From an optimization exercise on the open Yosys and OpenROAD flow, aimed at small area, a short achievable clock period and few clock cycles per item; shortcuts taken in it are not production practice.
Only simulation tests tie the RTL to the original design; equivalence was not proved.
Power is estimated from default activity; no workload was simulated.

Design zprize_mul_col_acc, start of the top module:
module zprize_mul_col_acc
#(
    parameter int unsigned W  = zprize_mul_pkg::OP_W,
    parameter int unsigned LW = zprize_mul_pkg::LIMB_W,
    parameter int unsigned NL = zprize_mul_pkg::N_LIMBS,
    parameter int unsigned CW = zprize_mul_pkg::COL_W,
    parameter int unsigned M  = zprize_mul_pkg::META_W,
    parameter int unsigned CI = zprize_mul_pkg::clog2(2 * NL)
) (
    input  logic                  clk,
    input  logic                  rst,
    input  logic                  in_valid,
    input  logic [2*LW-1:0]       in_prod,
    input  logic [CI-1:0]         in_col,
    input  logic                  in_first,
    input  logic                  in_last,
    input  logic [M-1:0]          in_m,
    output logic                  in_ready,
    output logic                  out_valid,
    input  logic                  out_ready,
    output logic [2*W-1:0]        out_prod,
    output logic [M-1:0]          out_m,
    output logic                  err
);
clock: 8.0 ns
lec_check: 0
cap_margin: 20
core_margin: 2
core_utilization: 50
cts_cluster_diameter: 70
cts_cluster_size: 25
setup_slack_margin: 5.0
slew_margin: 20
standard.sh (not shown) runs the stock make flow with config.mk's settings and CLKGATE_MAP_FILE= SYNTH_SCRIPT=/design/flow/synth_recipe.tcl, a recipe that flattens the netlist after the stock synthesis.
==> flow/flow/run.sh <==
#!/bin/bash
# The standard layout (the standard.sh, unchanged synthesis and steps),
# with plain sky130 buffers instead of delay cells as the port buffers.
# The make output goes to standard_flow.log; each ORFS step keeps its own
# log under orfs/logs.
set -euo pipefail
export BUFFER_PORTS_ARGS="-buffer_cell sky130_fd_sc_hd__buf_2"
bash standard.sh > standard_flow.log 2>&1
The starting point finished with timing, DRC and antenna clean.
Testbench counts at the start, summed over its fixed seeds: cycles 22,681, items 96.
Next try:
--- a/flow/config.mk
+++ b/flow/config.mk
@@ -9,6 +9,4 @@
 export CORE_MARGIN = 2
 export CORE_UTILIZATION = 50
-export CTS_CLUSTER_DIAMETER = 70
-export CTS_CLUSTER_SIZE = 25
 export SETUP_SLACK_MARGIN = 5.0
 export SLEW_MARGIN = 20
Effect: Clock power rose by about 19%. Hold slack degrades by 0.0056 ns. Global-route usage stays flat. Power rose by about 7%. Routed wire length fell by 0.62%. Worst setup slack improves by 0.059 ns. Fmax rose by 1.6%. Final cell count rose by 0.38%. Via count barely changes.

---

build 8:
zprize_mul_col_acc, a different RTL version from the one above (not shown whole).
Size in the first run: ~900 I/O pins, roughly 70000 um2 of cells after synthesis.
==> flow/config.mk <==
export PLATFORM = sky130hd
export DESIGN_NAME = zprize_mul_col_acc
export DESIGN_NICKNAME = zprize_mul_col_acc
export VERILOG_FILES = /design/flow/design.v
export SDC_FILE = /design/flow/constraint.sdc
export NUM_CORES = 4
export LEC_CHECK = 0
export CAP_MARGIN = 20
export CORE_MARGIN = 2
export CORE_UTILIZATION = 60
export CTS_CLUSTER_DIAMETER = 60
export CTS_CLUSTER_SIZE = 20
export SETUP_SLACK_MARGIN = 5.0
export SLEW_MARGIN = 20
==> flow/constraint.sdc <==
create_clock -name core_clock -period 8.0 [get_ports {clk}]
set_input_delay 1.6000 -clock core_clock [delete_from_list [all_inputs] [get_ports {clk}]]
set_output_delay 1.6000 -clock core_clock [all_outputs]
set_load 0.01 [all_outputs]
Scripts as last shown in full above: flow/flow/run.sh
Testbench counts of build 8, summed over its fixed seeds: cycles 22,705, items 96.
Edits applied to the flow inputs when going from build 8 to build 87:
- CTS_CLUSTER_SIZE: 20 -> 25
- CTS_CLUSTER_DIAMETER: 60 -> 70
- CORE_UTILIZATION: 60 -> 55
Notes after the runs:
Number of clock-tree buffers in the layout (build 87 / build 8): 0.75. Build 87: via count is about 1.2% lower than what build 8 reported. Diff build 87..build 8 | number of nets still failing antenna checks after routing | unchanged. The critical path startpoint comes out kq[28][6]$_DFF_P_ in one run and kq[9][18]$_DFF_P_ in the other, namely in build 87 and build 8 respectively. Build 87 ends up with a fraction of power consumed by the clock network that is 4.4 points lower than in build 8. Result for build 8 and build 87: all clean. Diff build 8 -> build 87: post-detailed-route wirelength per cell moved up; final area moved down; wire length reported by the detailed router moved up.
Edits applied to the flow inputs when going from build 87 to build 25:
- a deleted CTS_CLUSTER_DIAMETER that had been 70
- a deleted CTS_CLUSTER_SIZE that had been 25
### Flow results
Compared with build 87, in build 25 final worst hold slack went down 7.8 ps, highest clock rate moved up.
Build 25 vs build 87, slowest stage cell on the critical path: sky130_fd_sc_hd__fa_1 vs sky130_fd_sc_hd__nor4_1
Of build 25 and build 87, the lower number of levels the H-tree was split into belongs to build 87.
Across build 25 and build 87, the outcome is the same: a clean finish for every run.
On register-to-register slack, the lower figure sits with build 87, not build 25.
Against build 87 as the reference, build 25 delivers a lower register fraction of the total cell area.
Delta (build 25 minus build 87): final net count climbed about 0.7%, sequential power barely changed.

==> separate check: timing with driven ports <==
The results above use ideal ports. As a check the final layouts listed here were re-extracted and re-timed, cells and wires unchanged. Step 1 (the two cells are an assumption about what drives the block):
set clk [get_ports {clk}]
set_driving_cell -lib_cell sky130_fd_sc_hd__clkbuf_16 $clk
set_driving_cell -lib_cell sky130_fd_sc_hd__buf_2 [delete_from_list [all_inputs] $clk]
Step 2 times the ports against the registers' clock, not the clock port: input delays grow and output delays shrink by t, the midpoint of the rising clock arrivals with the driver on. a / b / c = ideal ports / drivers / drivers and shift; a / b = the first two.
| run | t (ns) | setup slack, ns | worst hold slack (ns) | pins driven straight from the clock port |
|---|---|---|---|---|
| the first run of note 1 | 0.835 | 4.177 / 4.177 / 4.177 | 0.484 / 0.484 / 0.484 | 1 |
| the second run of note 1 | 0.875 | 4.236 / 4.236 / 4.171 | 0.478 / 0.478 / 0.478 | 1 |
| build 8 | 0.812 | 4.939 / 4.900 / 4.087 | 0.488 / 0.488 / 0.488 | 1 |
| build 87 | 0.812 | 4.937 / 4.934 / 4.154 | 0.505 / 0.505 / 0.505 | 1 |
| build 25 | 0.867 | 4.992 / 4.940 / 4.119 | 0.497 / 0.497 / 0.497 | 1 |
After both steps every run listed still meets setup and hold. The setup slack of build 25, which loses most, moves by -0.052 ns with the drivers and by -0.873 ns with both steps.
